Background: an optimization exercise with open tools, aiming at small area. Do not read the settings as production practice. No functional check of the RTL was part of this run. Power is estimated from default activity; no workload was simulated.

[flow/run.sh]
#!/bin/bash
# synth_recipe.tcl (not shown) runs the flow's synth.tcl, then flattens the netlist and writes it again
# the make line also repeats each setting of config.mk as NAME=value (left out here)
make -C /OpenROAD-flow-scripts/flow DESIGN_CONFIG=/design/flow/config.mk WORK_HOME=/design/flow/orfs CLKGATE_MAP_FILE= SYNTH_SCRIPT=/design/flow/synth_recipe.tcl finish
[flow/design.v]
`timescale 1ns/1ps
module game_top (
    input  logic              clk25M,
    input  logic              reset,
    input  logic              frame_tick,
    input  logic              btn_left,
    input  logic              btn_right,
    input  logic              btn_fire,
    input  logic [3:0]        speed,
    input  logic              scan_en,
    input  logic [9:0]        scan_h,
    input  logic [9:0]        scan_v,
    output logic              busy,
    output logic              pixel_en,
    output logic [11:0]       pixel_color
);
    logic [5:0] seq;
    logic       b1, b2, b3;
    assign busy = (seq != 6'b100010);
    assign b1 = (seq[3:0] == 4'b0000);
    assign b2 = !seq[5] && !seq[4] && !seq[2] && !seq[1];
    assign b3 = !seq[5] && !seq[3] && !seq[2] && !seq[0];
    always_ff @(posedge clk25M) begin
        if (reset)     seq <= 6'b100010;
        else if (busy) seq <= {seq[4:0], seq[5] ^ seq[4] ^ seq[2] ^ seq[1]};
        else           seq <= {4'b1000, !frame_tick, 1'b0};
    end
    logic [9:0]  fx;
    logic [5:0]  yq;
    logic [15:0] alive;
    logic        dir_r;
    logic [8:0]  cp;
    logic        la;
    logic [8:0]  lp;
    logic [6:0]  lm;
    function automatic logic [9:0] add10(input logic [9:0] a, input logic [9:0] b, input logic ci);
        logic c;
        c = ci;
        for (int i = 0; i < 10; i++) begin
            add10[i] = a[i] ^ b[i] ^ c;
            c = (a[i] & b[i]) | (a[i] & c) | (b[i] & c);
        end
    endfunction
    function automatic logic [8:0] add9(input logic [8:0] a, input logic [8:0] b, input logic ci);
        logic c;
        c = ci;
        for (int i = 0; i < 9; i++) begin
            add9[i] = a[i] ^ b[i] ^ c;
            c = (a[i] & b[i]) | (a[i] & c) | (b[i] & c);
        end
    endfunction
    function automatic logic [7:0] add8(input logic [7:0] a, input logic [7:0] b, input logic ci);
        logic c;
        c = ci;
        for (int i = 0; i < 8; i++) begin
            add8[i] = a[i] ^ b[i] ^ c;
            c = (a[i] & b[i]) | (a[i] & c) | (b[i] & c);
        end
    endfunction
    function automatic logic [6:0] add7(input logic [6:0] a, input logic [6:0] b, input logic ci);
        logic c;
        c = ci;
        for (int i = 0; i < 7; i++) begin
            add7[i] = a[i] ^ b[i] ^ c;
            c = (a[i] & b[i]) | (a[i] & c) | (b[i] & c);
        end
    endfunction
    logic [9:0] hq, hs;
    logic       hc;
    logic [6:0] vq, vs;
    logic       vc;
    logic [8:0] cq, cs;
    logic       cc;
    logic [7:0] lq, ls;
    always_comb begin
        if (b1) begin
            hq = dir_r ? {6'b000000, speed} : {6'b111111, ~speed};
            hc = !dir_r;
        end else if (b2) begin
            hq = ~{lp, 1'b0};
            hc = 1'b0;
        end else begin
            hq = ~scan_h;
            hc = 1'b0;
        end
    end
    assign hs = add10(fx, hq, hc);
    always_comb begin
        if (b1) begin
            vq = 7'd0;
            vc = 1'b1;
        end else if (b2) begin
            vq = ~{1'b0, lm[6:1]};
            vc = 1'b0;
        end else begin
            vq = ~scan_v[9:3];
            vc = 1'b0;
        end
    end
    assign vs = add7({1'b0, yq}, vq, vc);
    wire go_left = btn_left && (cp != 9'd0);
    always_comb begin
        if (b2) begin
            cq = 9'd4;
            cc = 1'b0;
        end else if (b3) begin
            cq = {9{go_left}};
            cc = !go_left;
        end else begin
            cq = ~scan_h[9:1];
            cc = 1'b0;
        end
    end
    assign cs = add9(cp, cq, cc);
    assign lq = b2 ? 8'hff : ~scan_v[9:2];
    assign ls = add8({1'b0, lm}, lq, 1'b0);
    logic [9:0] dh;
    logic [6:0] dv;
    logic       in_col, in_row, inv_hit;
    logic [1:0] col, row;
    assign dh = ~hs;
    assign dv = ~vs;
    assign in_col = (dh[9:7] == 3'd0) && !dh[4];
    assign col    = dh[6:5];
    wire ext = b2 && lm[0];
    always_comb begin
        in_row = 1'b1;
        case (dv)
            7'd0, 7'd1:   row = 2'd0;
            7'd6, 7'd7:   row = 2'd1;
            7'd12, 7'd13: row = 2'd2;
            7'd18, 7'd19: row = 2'd3;
            7'd127: begin row = 2'd0; in_row = ext; end
            7'd5:   begin row = 2'd1; in_row = ext; end
            7'd11:  begin row = 2'd2; in_row = ext; end
            7'd17:  begin row = 2'd3; in_row = ext; end
            default: begin row = 2'd0; in_row = 1'b0; end
        endcase
    end
    assign inv_hit = in_col && in_row && alive[{row, col}];
    logic [3:0] col_alive, row_alive;
    logic [1:0] cdir;
    logic       any_alive, wall, floor_hit;
    always_comb begin
        for (int c = 0; c < 4; c++)
            col_alive[c] = alive[c] | alive[4+c] | alive[8+c] | alive[12+c];
        for (int r = 0; r < 4; r++)
            row_alive[r] = |alive[4*r +: 4];
        any_alive = |col_alive;
        if (dir_r)
            cdir = col_alive[3] ? 2'd3 : col_alive[2] ? 2'd2 : col_alive[1] ? 2'd1 : 2'd0;
        else
            cdir = col_alive[0] ? 2'd0 : col_alive[1] ? 2'd1 : col_alive[2] ? 2'd2 : 2'd3;
        if (row_alive[3])      floor_hit = yq[5];
        else if (row_alive[2]) floor_hit = yq[5] && (yq[4:0] >= 5'd6);
        else if (row_alive[1]) floor_hit = yq[5] && (yq[4:0] >= 5'd12);
        else                   floor_hit = yq[5] && (yq[4:0] >= 5'd18);
    end
    assign wall = any_alive && hs[9] && (hs[8:7] == {2{!dir_r}})
               && (hs[6:5] == ~cdir) && hs[4] && (hs[3:0] != 4'd0);
    wire hit     = b2 && la && inv_hit;
    wire la_left = la && !hit;
    wire go_right = btn_right && (cp < 9'd312);
    always_ff @(posedge clk25M) begin
        if (reset) begin
            fx    <= 10'd32;
            yq    <= 6'd4;
            alive <= '1;
            dir_r <= 1'b1;
            cp    <= 9'd156;
            la    <= 1'b0;
        end else begin
            if (b1) begin
                if (wall) begin
                    dir_r <= !dir_r;
                    if (!floor_hit) yq <= vs[5:0];
                end else begin
                    fx <= hs;
                end
            end
            if (hit) alive[{row, col}] <= 1'b0;
            if (b2) la <= la_left ? !ls[7] : btn_fire;
            if (b3 && (go_left || go_right)) cp <= cs;
        end
    end
    always_ff @(posedge clk25M) begin
        if (b2) begin
            lm <= la_left ? ls[6:0] : 7'd108;
            if (!la_left) lp <= cs;
        end
    end
    wire can_px = (scan_v[9:3] == 7'd55) && (cs[8:3] == 6'b111111);
    wire las_px = la && (scan_h[9:1] == lp) && !scan_h[0] && (ls[7:1] == 7'h7f);
    logic [2:0] cls, cls_q1, cls_q2;
    logic [1:0] en_q;
    always_comb begin
        if (las_px)       cls = 3'b111;
        else if (can_px)  cls = 3'b110;
        else if (inv_hit) begin
            case (row)
                2'd0:    cls = 3'b101;
                2'd1:    cls = 3'b011;
                2'd2:    cls = 3'b010;
                default: cls = 3'b100;
            endcase
        end else          cls = 3'b000;
    end
    always_ff @(posedge clk25M) begin
        cls_q1 <= cls;
        cls_q2 <= cls_q1;
    end
    always_ff @(posedge clk25M) begin
        if (reset) en_q <= 2'b00;
        else       en_q <= {en_q[0], scan_en};
    end
    assign pixel_en = en_q[1];
    assign pixel_color = {{4{cls_q2[2]}},
                          cls_q2[1] | (cls_q2[2] & !cls_q2[0]),
                          {3{cls_q2[1]}},
                          {4{cls_q2[0]}}};
endmodule
[flow/constraint.sdc]
create_clock -name core_clock -period 6.0 [get_ports {clk25M}]
set_input_delay 1.2000 -clock core_clock [delete_from_list [all_inputs] [get_ports {clk25M}]]
set_output_delay 1.2000 -clock core_clock [all_outputs]
set_load 0.01 [all_outputs]
[flow/config.mk]
export PLATFORM = sky130hd
export DESIGN_NAME = game_top
export DESIGN_NICKNAME = game_top
export VERILOG_FILES = /design/flow/design.v
export SDC_FILE = /design/flow/constraint.sdc
export NUM_CORES = 4
export LEC_CHECK = 0
export CAP_MARGIN = 20
export CORE_MARGIN = 2
export CORE_UTILIZATION = 40
export SLEW_MARGIN = 20
==> summary.md <==
| Metric | Value |
|---|---|
| Initial antenna violation count | 0 |
| Critical path capture point type | flip-flop |
| Setup_tns | 0 ps |
| Global Route Usage Sum | 0.2024 |
| Vias in the first global route | 4204 |
| Stages on the worst setup path | 20 |
| Top cell type's share of synthesized area | 0.2365 |
| Slowest-stage cell, CP | sky130_fd_sc_hd__fa_2 |
| Most instantiated flip-flop cell in the synthesis netlist | sky130_fd_sc_hd__dfxtp_1 |
| Clock tree from TritonCTS | yes |
| Max-slew violation count | 0 |
| Transition at the pin with the smallest max-transition slack | 680.8 ps |
| Starting density of the core | 0.4050 |
| RD Place Congestion | 0.8553 |
| Critical path class | in2reg |
| Reg-to-Reg End | yq[3]$_SDFFE_PP0P_ |
| Post-CTS repair timing setup buffer count | 0 |
| Combinational share of power | 0.584 |
| Detailed placement HPWL | 9180 um |
| Worst-case clock buffer depth | 2 |
| Total inserted antenna cells | 0 |
| Cell area reported after detailed placement | 5553 um^2 |
| Synth Net Count | 588 |
| First-pass GRT wire length | 20400 um |
| Clock-pin transition on the worst setup and hold timing paths | 60 ps |
| Worst setup slack before clock tree synthesis | -462.5 ps |
| Reg2reg path depth | 23 |
| Insertion delay of the later-clocked pin in the worst-skew pair | 340 ps |
| Root buffer cell | sky130_fd_sc_hd__clkbuf_16 |
| Final design area excluding fillers | 5914 um^2 |
| Starting DRT DRC Count | 235 |
| Via Count | 4079 |
| Cell family with the largest share of critical-path delay | adder cells |
| Overall die height | 113.8 um |
| Worst-path maximum fanout | 6 |
| Total routed wirelength | 12190 um |
| Cell count after synthesis | 520 |
| Share of synthesized flip-flops with an asynchronous set or reset | 0 |
| Register share of total power | 0.244 |
| Fillcell total | 1118 |
| Cell Chain, Critical Path | clkdlybuf4s50_1, nand2_1, a31oi_2, fa_2, fa_2, fa_2, inv_2, fa_2, fa_2, fa_2, fa_2, fa_2, nand2_2, o22ai_2, nand3_2, nor3b_2, buf_4, o2111ai_4, mux2_4, nor2_2 |
| Netlist Area Pre-Place | 4825 um^2 |
| Router iterations before antenna repair | 5 |
| Maximum vdd ir drop | 0.2219 mV |
| Number of nets in the layout | 644 |
| Remaining global-route overflow | 0 |
| Crit path launch type | input port |
| Required time of the worst setup path | 6290 ps |
| Number of top-level pins | 45 |
| Final worst slack | 219.7 ps |
| Switching power summed over all nets | 1.189 mW |
| Highest attainable clock frequency | 173.0 MHz |
| Worst slew margin | 0.5455 |
| Routed wire length per instance | 16.82 um |
| Fraction of layout instances using a drive strength above 1 | 0.1592 |
| Detailed-route vias per instance | 5.626 |
| Number of buffer and inverter instances along the worst setup path | 3 |
| Highest cell delay on the worst timing path | 600 ps |
| Total number of clock tree sinks | 73 |
| Cell with the most instances on the worst path | sky130_fd_sc_hd__fa_2 |
| Top cells by area, synth | sky130_fd_sc_hd__dfxtp_1 24%, sky130_fd_sc_hd__fa_1 12%, sky130_fd_sc_hd__edfxtp_1 10% |
| Layout overhead on the synthesized area | 22.59% |
| # port buffers | 42 |
| Full die area | 12960 um^2 |
| Class of the tightest hold or removal check | reg2reg |
| Most frequently used cell type in the post-synthesis netlist | sky130_fd_sc_hd__nand2_1 |
| Std cell rows | 40 |
| Remaining antenna violation count | 0 |
| Die width | 113.8 um |
| Per-instance average area after synthesis | 9.278 um^2 |
| Power density normalized to cell area | 473.0 nW/um^2 |
| Internal power of the cells | 1.608 mW |
| Placeable core region | 11910 um^2 |
| Setup repair after global routing missed its margin | no |
| Pin count of the biggest net entering global routing | 46 |
| Outcome | no timing/DRC/antenna violations |
| Final hold violation count | 0 |
| DRC Markers | 0 |
| Post-route fraction of the period consumed by the critical path | 0.9634 |
| Worst reg2reg path startpoint | seq[4]$_SDFF_PP0_ |
| Switching Share | 0.4251 |
| Number of distinct library cell variants in the gate-level netlist after synthesis | 65 |
| Start point of the critical path | scan_h[1] |
| Level count of the clock H-tree | 3 |
| Dominant cell type by area after synthesis | sky130_fd_sc_hd__dfxtp_1 |
| Total setup violations reported at the end of the flow | 0 |
| Total of max-cap violations | 0 |
| Number of buffers added by the clock tree synthesis step | 9 |
| YS warnings | 1 |
| Final critical path time including I/O delays and setup | 5780 ps |
| Crit path DAT | 6070 ps |
| End of the critical path | yq[3]$_SDFFE_PP0P_ |
| Clk pwr share | 0.173 |
| Synth Register Bits | 73 |
| Leakage dissipation | 2.361 nW |
| R2R Setup Slk | 320 ps |
| Ranking of synthesized cells by instance count | 58 x sky130_fd_sc_hd__nand2_1, 57 x sky130_fd_sc_hd__dfxtp_1, 45 x sky130_fd_sc_hd__inv_1 |
| Post-synth EDFFs | 16 |
| Setup clock skew after layout | 9.339 ps |
| Fraction of the yosys area taken by sequential cells | 0.3361 |
routing by layer:
layer,routed length [um],global-route usage,vias up
met5,0,0,-
met4,460,0.09675,0
met3,599,0.04463,38
met2,5821,0.3337,134
met1,5313,0.2529,1974
li1,-,-,1933
worst reg2reg max path, delay by kind of cell, from the launching register on:
kind / cells / cell delay [ps]
DFF: 1 / 300
and+or+nand+nor: 6 / 1160
adders and majority gates: 10 / 3060
buffers and inverters: 3 / 320
AOI/OAI and AO/OA: 3 / 400
muxes: 1 / 370
power by group through the flow:
stage | combinational [mW] | clock [mW] | sequential, mW
6_report | 1.63 | 0.484 | 0.681
5_1_grt | 1.80 | 0.515 | 0.694
4_1_cts | 1.55 | 0.495 | 0.681
3_5_place_dp | 1.53 | 0 | 0.691
3_3_place_gp | 1.49 | 0 | 0.686
2_1_floorplan | 1.05 | 0 | 0.668
through the flow:
stage / instances / hold slack (ps) / util / total power [mW]
after floorplan: 520 / 309.6 / - / 1.718
after global placement: 712 / 312.4 / 0.4662 / 2.180
after CTS: 725 / 327.1 / 0.4882 / 2.728
final: 725 / 325.7 / 0.4965 / 2.797
after global routing: 725 / 342.1 / 0.4965 / 3.013
after detailed placement: 712 / 313.5 / 0.4662 / 2.223
state kept, by name, indices dropped and copies added (netlist names):
name,count
alive,16
cls_q1,3
cls_q2,3
cp,9
dir_r,1
en_q,2
fx,10
la,1
lm,7
lp,9
seq,6
yq,6
cell usage in the layout, fill, tap and decap left out, types with 4 or more instances in the layout:
master,n
sky130_fd_sc_hd__nand2_1,57
sky130_fd_sc_hd__dfxtp_1,57
sky130_fd_sc_hd__inv_1,44
sky130_fd_sc_hd__nor2_1,42
sky130_fd_sc_hd__clkdlybuf4s50_1,39
sky130_fd_sc_hd__buf_4,34
sky130_fd_sc_hd__nand4_1,20
sky130_fd_sc_hd__fa_1,20
sky130_fd_sc_hd__a21o_1,19
sky130_fd_sc_hd__nand3_1,18
sky130_fd_sc_hd__xor2_1,17
sky130_fd_sc_hd__edfxtp_1,16
sky130_fd_sc_hd__a21oi_1,12
sky130_fd_sc_hd__mux2i_1,10
sky130_fd_sc_hd__nor4_1,9
sky130_fd_sc_hd__a211oi_1,9
sky130_fd_sc_hd__fa_2,9
sky130_fd_sc_hd__clkbuf_16,9
sky130_fd_sc_hd__a31oi_1,8
sky130_fd_sc_hd__o21ai_0,8
sky130_fd_sc_hd__xnor2_1,8
sky130_fd_sc_hd__ha_1,8
sky130_fd_sc_hd__o211ai_1,7
sky130_fd_sc_hd__a211o_1,6
sky130_fd_sc_hd__nor3_1,6
sky130_fd_sc_hd__or4_1,6
sky130_fd_sc_hd__or3_1,5
sky130_fd_sc_hd__nand4b_1,4
sky130_fd_sc_hd__nor2b_1,4
sky130_fd_sc_hd__mux4_2,4
final cells by class:
cell class | instances | area [um^2] | share of cell area
Sequential cell | 73 | 1622 | 0.2742
Timing Repair Buffer | 78 | 723.2 | 0.1223
Tap cell | 147 | 183.9 | 0.03110
Clock inverter | 1 | 5.005 | 0.0008462
Clock buffer | 12 | 246.5 | 0.04168
Multi-Input combinational cell | 368 | 2959 | 0.5003
Inverter | 46 | 175.2 | 0.02962
cells by family after synthesis:
kind of cell,Yosys count,synth area share
adder cells (fa/ha/maj),37,0.1411
XOR/XNOR,27,0.05057
multiplexers,19,0.05213
flip-flops,73,0.3361
AND/OR/NAND/NOR,193,0.2072
AO/OA/AOI/OAI,92,0.1403
buffers and inverters,79,0.07261
how the worst min path moves through the flow:
stage | from | end | slack [ps] | cells after the start
3_5_place_dp | cls_q1[1]$_SDFF_PP1_ | cls_q2[1]$_DFF_P_ | 310 | 0
3_3_place_gp | cls_q1[2]$_SDFF_PP1_ | cls_q2[2]$_DFF_P_ | 310 | 0
6_report | cls_q1[2]$_SDFF_PP1_ | cls_q2[2]$_DFF_P_ | 330 | 0
5_1_grt | cls_q1[0]$_SDFF_PP1_ | cls_q2[0]$_DFF_P_ | 340 | 0
4_1_cts | cls_q1[1]$_SDFF_PP1_ | cls_q2[1]$_DFF_P_ | 330 | 0
2_1_floorplan | cls_q1[0]$_SDFF_PP1_ | cls_q2[0]$_DFF_P_ | 310 | 0
timing repair:
item | 4_1_cts | 5_1_grt
pin swaps | 0 | 14
gates cloned | 0 | 0
setup endpoints to repair | 5 | 34
hold buffers | 0 | 0
resized for setup | 2 | 27

[port drivers added, routing unchanged]
Ports are ideal in the flow. The routed layout listed here was re-timed in OpenROAD. Step 1: set_driving_cell puts a clkbuf_16 on clk25M and a buf_2 on each other input, an assumption about the parent block. Step 2 adds t to the input delays and takes it off the output delays; t is the mean of the earliest and latest rising clock arrival at the registers after step 1. Input paths then give back, and output paths get back, about the clock's delay inside the block. Three values: ideal, step 1, step 2; two values: the first two.
shift t [ns]: 0.374
slack for setup (ns): 0.220 / 0.230 / -0.144
hold WS [ns]: 0.326 / 0.326 / 0.326
clock arrival spread, ns: 0.009 / 0.010
cell pins on the clock port's net: 1
Met with ideal ports but missed after step 2: setup timing in this run. The setup slack of this run moves by +0.010 ns with the drivers and by -0.364 ns with both steps.
